Source: an optimization exercise on an open RTL-to-GDS flow (aim: small area, a short achievable clock period and few clock cycles per item). Production flows keep margins and buffers that such runs may drop. The RTL was checked by simulation tests, not by an equivalence proof against the original design.

Setup of PW:
==> flow/design.v <==
`timescale 1ns / 1ps
package vaca_pkg;
    localparam logic [1:0] ADJ_NONE = 2'd0;
    localparam logic [1:0] ADJ_DIV  = 2'd1;
    localparam logic [1:0] ADJ_MOD  = 2'd2;
    localparam logic [1:0] ADJ_ADD  = 2'd3;
    localparam logic [3:0] OP_ADD   = 4'd0;
    localparam logic [3:0] OP_SUB   = 4'd1;
    localparam logic [3:0] OP_SMIN  = 4'd2;
    localparam logic [3:0] OP_SMAX  = 4'd3;
    localparam logic [3:0] OP_UMIN  = 4'd4;
    localparam logic [3:0] OP_UMAX  = 4'd5;
    localparam logic [3:0] OP_SDIV  = 4'd6;
    localparam logic [3:0] OP_SMOD  = 4'd7;
    localparam logic [3:0] OP_UDIV  = 4'd8;
    localparam logic [3:0] OP_UMOD  = 4'd9;
    localparam logic [3:0] OP_MUL   = 4'd10;
    localparam logic [3:0] OP_AND   = 4'd11;
    localparam logic [3:0] OP_OR    = 4'd12;
    localparam logic [3:0] OP_XOR   = 4'd13;
    localparam logic [1:0] SZ_BYTE  = 2'd0;
    localparam logic [1:0] SZ_WORD  = 2'd1;
    localparam int S_ADD   = 0;    
    localparam int S_ALIGN = 1;    
    localparam int S_ITER  = 2;    
    localparam int S_FIX   = 3;    
    localparam int S_ALU   = 4;    
    localparam int S_SHL   = 5;    
endpackage
`timescale 1ns / 1ps
import vaca_pkg::*;
module variable_adjust_chain_alu
(
    input  logic                clk,
    input  logic                rst_n,
    input  logic                in_valid,
    output logic                in_ready,
    input  logic [173:0]        in_data_bits,
    output logic                out_valid,
    input  logic                out_ready,
    output logic [32:0]         out_data_bits
);
    logic [31:0] f_value, f_mask, f_add, f_divmod, f_start;
    logic [4:0]  f_shift;
    logic [1:0]  f_kind, f_size;
    logic [3:0]  f_op;
    logic        f_chain;
    assign {f_value, f_shift, f_mask, f_add, f_divmod, f_kind, f_op, f_size, f_chain, f_start} = in_data_bits;
    logic [5:0]  state_reg, state_next;
    logic [31:0] acc_reg;
    logic        outv_reg;
    logic [31:0] out_r_reg;
    logic        out_dz_reg;
    logic [31:0] x_reg, r_reg, d_reg;
    logic [3:0]  op_reg;
    logic [4:0]  cnt_reg;
    logic        neg_reg, wrem_reg, phase_reg, mul_reg, dz_reg, sd_reg, sgn_reg;
    logic        byte_q, word_q, kdiv_q, kmod_q;
    logic        div_q, sgn_q, rem_q, mul_q, max_q, csgn_q, sub_q;
    assign out_valid     = outv_reg;
    assign out_data_bits = {out_r_reg, out_dz_reg};
    logic s_idle, s_add, s_align, s_iter, s_fix, s_alu, s_shl;
    assign s_add   = state_reg[S_ADD];
    assign s_align = state_reg[S_ALIGN];
    assign s_iter  = state_reg[S_ITER];
    assign s_fix   = state_reg[S_FIX];
    assign s_alu   = state_reg[S_ALU];
    assign s_shl   = state_reg[S_SHL];
    assign s_idle  = (state_reg == 6'd0);
    function logic [31:0] sext_size(input logic [31:0] v, input logic is_byte, input logic is_word);
        logic [31:0] s;
        if (is_byte)
            s = {{24{v[7]}}, v[7:0]};
        else if (is_word)
            s = {{16{v[15]}}, v[15:0]};
        else
            s = v;
        sext_size = s;
    endfunction
    function logic [31:0] cneg(input logic [31:0] v, input logic s);
        logic [31:0] y;
        logic        seen;
        seen = 1'b0;
        for (int i = 0; i < 32; i++)
        begin
            y[i] = v[i] ^ (s & seen);
            seen = seen | v[i];
        end
        cneg = y;
    endfunction
    function logic [5:0] lzc(input logic [31:0] v);
        logic [5:0] z;
        z = 6'd32;
        for (int i = 0; i < 32; i++)
            if (v[i]) z = 6'(31 - i);
        lzc = z;
    endfunction
    logic [31:0] msk;
    logic        narrow, op_simple;
    logic        is_final, out_free, accept, done;
    always_comb
    begin
        narrow    = byte_q || word_q;
        msk       = {{16{!narrow}}, {8{!byte_q}}, 8'hFF};
        op_simple = !div_q && !mul_q;
    end
    assign is_final = (s_alu && op_simple) || (s_fix && phase_reg);
    assign out_free = !outv_reg || out_ready;
    assign in_ready = s_idle || (is_final && !outv_reg);
    assign accept   = in_valid && in_ready;
    assign done     = is_final && out_free;
    logic [31:0] in_shifted;
    assign in_shifted = $signed(f_value) >>> f_shift;
    logic [31:0] a_val, b_val, a_op, b_op;
    logic        a_top, b_top;
    always_comb
    begin
        a_val = acc_reg & msk;
        b_val = x_reg & msk;
        a_op  = csgn_q ? sext_size(a_val, byte_q, word_q) : a_val;
        b_op  = csgn_q ? sext_size(b_val, byte_q, word_q) : b_val;
        a_top = csgn_q & a_op[31];
        b_top = csgn_q & b_op[31];
    end
    logic [32:0] aux_sum;
    assign aux_sum = {a_top, a_op} + ({b_top, b_op} ^ {33{sub_q}}) + {32'd0, sub_q && !max_q};
    logic        pick_a;
    logic [31:0] alu_res;
    always_comb
    begin
        pick_a = aux_sum[32] ^ max_q;
        case (op_reg)
            OP_ADD, OP_SUB:                     alu_res = aux_sum[31:0];
            OP_SMIN, OP_SMAX, OP_UMIN, OP_UMAX: alu_res = pick_a ? a_val : b_val;
            OP_AND:                             alu_res = a_val & b_val;
            OP_OR:                              alu_res = a_val | b_val;
            OP_XOR:                             alu_res = a_val ^ b_val;
            default:                            alu_res = b_val;
        endcase
    end
    logic [31:0] ng_in, ng_out, dext;
    logic        ng_s, nx_s, nd_s;
    always_comb
    begin
        dext = kdiv_q ? sext_size(d_reg, byte_q, word_q) : (d_reg & msk);
        nx_s = sgn_reg && x_reg[31];
        nd_s = s_alu ? b_top : (kdiv_q && dext[31]);
        if (s_add)
        begin
            ng_in = dext;
            ng_s  = nd_s;
        end
        else if (s_alu)
        begin
            ng_in = b_op;
            ng_s  = nd_s;
        end
        else if (s_fix)
        begin
            ng_in = wrem_reg ? r_reg : x_reg;
            ng_s  = neg_reg;
        end
        else
        begin
            ng_in = x_reg;
            ng_s  = nx_s;
        end
        ng_out = cneg(ng_in, ng_s);
    end
    logic [5:0]  lz_p, lz_n, lz_d, lz_x, k_full;
    logic        no_iter, d_zero, d_one, nx_neg, mul_swap;
    logic [5:0]  lz_acc;
    always_comb
    begin
        lz_p    = lzc(x_reg);
        lz_n    = lzc(~x_reg);
        lz_d    = lzc(d_reg);
        lz_x    = nx_s ? (lz_n - 6'd1) : lz_p;
        no_iter = (lz_x > lz_d);
        k_full  = lz_d - lz_x;
        d_zero  = (d_reg == 32'd0);
        lz_acc  = lzc(acc_reg);
        mul_swap = (lz_acc > lz_p);
        d_one   = (d_reg == 32'd1);
        nx_neg  = wrem_reg ? nx_s : (nx_s ^ sd_reg);
    end
    logic [31:0] m_add;
    logic [32:0] m_sum;
    logic        ge;
    always_comb
    begin
        m_add = mul_reg ? (x_reg & {32{d_reg[0] || s_add}}) : ~d_reg;
        m_sum = {1'b0, r_reg} + {1'b0, m_add} + {32'd0, !mul_reg};
        ge    = m_sum[32];
    end
    logic        b_zero;
    assign b_zero = (b_val == 32'd0);
    logic        take, iter_end;
    assign take     = accept;
    assign iter_end = mul_reg ? (d_reg[31:1] == 31'd0) : (cnt_reg == 5'd0);
    always_comb
    begin
        state_next = '0;
        if (s_idle || done)
        begin
            state_next[S_ADD] = take && (f_kind != ADJ_NONE);
            state_next[S_ALU] = take && (f_kind == ADJ_NONE);
        end
        else if (s_add)
        begin
            state_next[S_ALIGN] = kdiv_q || kmod_q;
            state_next[S_ALU]   = !(kdiv_q || kmod_q);
        end
        else if (s_align)
        begin
            state_next[S_FIX]  = d_zero || ((no_iter || d_one) && phase_reg)
                                 || (d_one && !phase_reg && !wrem_reg && nx_neg);
            state_next[S_ALU]  = !d_zero && !phase_reg && ((no_iter && !d_one) || (d_one && (wrem_reg || !nx_neg)));
            state_next[S_SHL]  = !d_zero && !no_iter && !d_one;
        end
        else if (s_shl)
        begin
            state_next[S_ITER] = 1'b1;
        end
        else if (s_iter)
        begin
            state_next[S_ITER] = !iter_end;
            state_next[S_ALU]  = iter_end && !phase_reg && !wrem_reg && !neg_reg;
            state_next[S_FIX]  = iter_end && (phase_reg || wrem_reg || neg_reg);
        end
        else if (s_fix)
        begin
            state_next[S_ALU] = !phase_reg;
            state_next[S_FIX] = phase_reg;
        end
        else
        begin
            state_next[S_ITER]  = mul_q;
            state_next[S_FIX]   = div_q && b_zero;
            state_next[S_ALIGN] = div_q && !b_zero;
            state_next[S_ALU]   = op_simple;
        end
    end
    always_ff @(posedge clk or negedge rst_n)
    begin
        if (!rst_n)
            state_reg <= '0;
        else
            state_reg <= state_next;
    end
    logic [31:0] res_val;
    assign res_val = (s_fix ? ng_out : alu_res) & msk;
    always_ff @(posedge clk or negedge rst_n)
    begin
        if (!rst_n)
        begin
            acc_reg  <= 32'd0;
            outv_reg <= 1'b0;
        end
        else
        begin
            if (accept && f_chain)
                acc_reg <= f_start;
            else if (done)
                acc_reg <= res_val;
            if (done)
                outv_reg <= 1'b1;
            else if (out_ready)
                outv_reg <= 1'b0;
        end
    end
    always_ff @(posedge clk)
    begin
        if (done)
        begin
            out_r_reg  <= res_val;
            out_dz_reg <= dz_reg;
        end
    end
    always_ff @(posedge clk)
    begin
        if (in_ready)
        begin
            x_reg    <= in_shifted & f_mask;
            r_reg    <= sext_size(f_add, f_size == SZ_BYTE, f_size == SZ_WORD);
            d_reg    <= f_divmod;
            op_reg   <= f_op;
            byte_q   <= (f_size == SZ_BYTE);
            word_q   <= (f_size == SZ_WORD);
            kdiv_q   <= (f_kind == ADJ_DIV);
            kmod_q   <= (f_kind == ADJ_MOD);
            div_q    <= (f_op == OP_SDIV) || (f_op == OP_SMOD) || (f_op == OP_UDIV) || (f_op == OP_UMOD);
            sgn_q    <= (f_op == OP_SDIV) || (f_op == OP_SMOD);
            rem_q    <= (f_op == OP_SMOD) || (f_op == OP_UMOD);
            mul_q    <= (f_op == OP_MUL);
            max_q    <= (f_op == OP_SMAX) || (f_op == OP_UMAX);
            csgn_q   <= (f_op == OP_SMIN) || (f_op == OP_SMAX) || (f_op == OP_SDIV) || (f_op == OP_SMOD);
            sub_q    <= (f_op != OP_ADD);
            mul_reg  <= 1'b1;      
            dz_reg   <= 1'b0;
        end
        else
        begin
            if (s_add)
            begin
                x_reg     <= m_sum[31:0];
                d_reg     <= ng_out;
                sd_reg    <= nd_s;
                sgn_reg   <= kdiv_q || narrow;
                wrem_reg  <= kmod_q;
                phase_reg <= 1'b0;
                mul_reg   <= 1'b0;
            end
            if (s_align)
            begin
                if (!wrem_reg || phase_reg)
                    x_reg <= 32'd0;
                cnt_reg <= k_full[4:0];
                if (d_zero)
                begin
                    dz_reg  <= 1'b1;
                    r_reg   <= 32'd0;
                    neg_reg <= 1'b0;
                end
                else
                begin
                    r_reg   <= ng_out;
                    neg_reg <= nx_neg;
                    if (d_one)
                    begin
                        r_reg <= 32'd0;
                        x_reg <= wrem_reg ? 32'd0 : ng_out;
                    end
                end
            end
            if (s_shl)
                d_reg <= d_reg << cnt_reg;
            if (s_iter)
            begin
                d_reg   <= {1'b0, d_reg[31:1]};
                cnt_reg <= cnt_reg - 5'd1;
                if (mul_reg)
                begin
                    r_reg <= m_sum[31:0];
                    x_reg <= {x_reg[30:0], 1'b0};
                end
                else
                begin
                    if (ge)
                        r_reg <= m_sum[31:0];
                    x_reg <= {x_reg[30:0], ge};
                end
            end
            if (s_fix && !phase_reg)
                x_reg <= ng_out;
            if (s_alu && !op_simple)
            begin
                phase_reg <= 1'b1;
                mul_reg   <= mul_q;
                wrem_reg  <= rem_q || mul_q;
                sgn_reg   <= sgn_q;
                sd_reg    <= nd_s;
                x_reg     <= a_op;
                d_reg     <= ng_out;
                if (mul_q)
                begin
                    r_reg   <= 32'd0;
                    neg_reg <= 1'b0;
                    if (mul_swap)
                    begin
                        x_reg <= b_val;
                        d_reg <= a_val;
                    end
                end
                else if (b_zero)
                begin
                    dz_reg  <= 1'b1;
                    r_reg   <= 32'd0;
                    x_reg   <= 32'd0;
                    neg_reg <= 1'b0;
                end
            end
        end
    end
endmodule
clock: 7.0 ns
lec_check: 0
abc_area: 1
cap_margin: 20
core_margin: 2
core_utilization: 40
place_density: 0.6
setup_slack_margin: 2.5
slew_margin: 20
run.sh (not shown) runs the stock make flow with config.mk's settings and CLKGATE_MAP_FILE= SYNTH_SCRIPT=/design/flow/synth_recipe.tcl, a recipe that flattens the netlist after the stock synthesis.
Testbench counts of PW, summed over its fixed seeds: cycles 23,595, items 3,200.
[inputs] TR vs PW
--- a/flow/design.v
+++ b/flow/design.v
@@ -86,17 +86,48 @@
             y[i] = v[i] ^ (s & seen);
             seen = seen | v[i];
         end
         cneg = y;
     endfunction
     function logic [5:0] lzc(input logic [31:0] v);
-        logic [5:0] z;
-        z = 6'd32;
-        for (int i = 0; i < 32; i++)
-            if (v[i]) z = 6'(31 - i);
-        lzc = z;
+        logic [15:0] nz1;    
+        logic [15:0] z1;     
+        logic [7:0]  nz2;
+        logic [1:0]  z2 [8];
+        logic [3:0]  nz3;
+        logic [2:0]  z3 [4];
+        logic [1:0]  nz4;
+        logic [3:0]  z4 [2];
+        logic [5:0]  r;
+        for (int i = 0; i < 16; i++)
+        begin
+            nz1[i] = v[2*i+1] | v[2*i];
+            z1[i]  = !v[2*i+1];
+        end
+        for (int i = 0; i < 8; i++)
+        begin
+            nz2[i] = nz1[2*i+1] | nz1[2*i];
+            z2[i]  = nz1[2*i+1] ? {1'b0, z1[2*i+1]} : {1'b1, z1[2*i]};
+        end
+        for (int i = 0; i < 4; i++)
+        begin
+            nz3[i] = nz2[2*i+1] | nz2[2*i];
+            z3[i]  = nz2[2*i+1] ? {1'b0, z2[2*i+1]} : {1'b1, z2[2*i]};
+        end
+        for (int i = 0; i < 2; i++)
+        begin
+            nz4[i] = nz3[2*i+1] | nz3[2*i];
+            z4[i]  = nz3[2*i+1] ? {1'b0, z3[2*i+1]} : {1'b1, z3[2*i]};
+        end
+        if (nz4[1])
+            r = {2'b00, z4[1]};
+        else if (nz4[0])
+            r = {2'b01, z4[0]};
+        else
+            r = 6'd32;
+        lzc = r;
     endfunction
     logic [31:0] msk;
     logic        narrow, op_simple;
     logic        is_final, out_free, accept, done;
     always_comb
     begin
@@ -165,25 +196,22 @@
             ng_in = x_reg;
             ng_s  = nx_s;
         end
         ng_out = cneg(ng_in, ng_s);
     end
     logic [5:0]  lz_p, lz_n, lz_d, lz_x, k_full;
-    logic        no_iter, d_zero, d_one, nx_neg, mul_swap;
-    logic [5:0]  lz_acc;
+    logic        no_iter, d_zero, d_one, nx_neg;
     always_comb
     begin
         lz_p    = lzc(x_reg);
         lz_n    = lzc(~x_reg);
         lz_d    = lzc(d_reg);
         lz_x    = nx_s ? (lz_n - 6'd1) : lz_p;
         no_iter = (lz_x > lz_d);
         k_full  = lz_d - lz_x;
         d_zero  = (d_reg == 32'd0);
-        lz_acc  = lzc(acc_reg);
-        mul_swap = (lz_acc > lz_p);
         d_one   = (d_reg == 32'd1);
         nx_neg  = wrem_reg ? nx_s : (nx_s ^ sd_reg);
     end
     logic [31:0] m_add;
     logic [32:0] m_sum;
     logic        ge;
@@ -363,17 +391,12 @@
                 x_reg     <= a_op;
                 d_reg     <= ng_out;
                 if (mul_q)
                 begin
                     r_reg   <= 32'd0;
                     neg_reg <= 1'b0;
-                    if (mul_swap)
-                    begin
-                        x_reg <= b_val;
-                        d_reg <= a_val;
-                    end
                 end
                 else if (b_zero)
                 begin
                     dz_reg  <= 1'b1;
                     r_reg   <= 32'd0;
                     x_reg   <= 32'd0;
[summary]
TR | stages: all done | timing, DRC, antenna: all pass. Max freq PW -> TR: improved. Where routed wire length is concerned, PW is outperformed by TR. Delta (TR minus PW): count of cell types in the netlist increased 4, clock buffer count in the final layout increased 1. In TR, the post-route worst hold slack came out 11 ps below the value in PW. Compared with PW, number of inserted filler cells in the final layout in TR decreased by a few percent. Looking at slowest stage cell on the critical path, the a31oi_1 result is from TR; the edfxtp_1 one comes from PW. In TR, the critical path depth came out 25 below the value in PW.
Testbench counts of TR, summed over its fixed seeds: cycles 24,882, items 3,200.

what the ideal ports hide:
In the flow no input, the clock included, has a driving cell. The finished layouts below were timed again as built, in two steps.
Step 1, drivers: a clkbuf_16 drives clk and a buf_2 each remaining input, both assumed.
Step 2 times the ports against the registers' clock, not the clock port: input delays grow and output delays shrink by t, the midpoint of the rising clock arrivals with the driver on.
a / b / c = no drivers / after step 1 / after step 2; a / b = the first two.
| run | t (ns) | setup slack, ns | slew at the worst register clock pin (ns) | pins driven straight from the clock port |
|---|---|---|---|---|
| PW | 0.606 | 2.043 / 2.043 / 2.043 | 0.11 / 0.11 | 1 |
| TR | 0.582 | 2.507 / 2.507 / 2.311 | 0.09 / 0.09 | 1 |
After both steps setup and hold are still met in every run listed. The setup slack of TR, which loses most, moves by 0.000 ns with the drivers and by -0.196 ns with both steps.
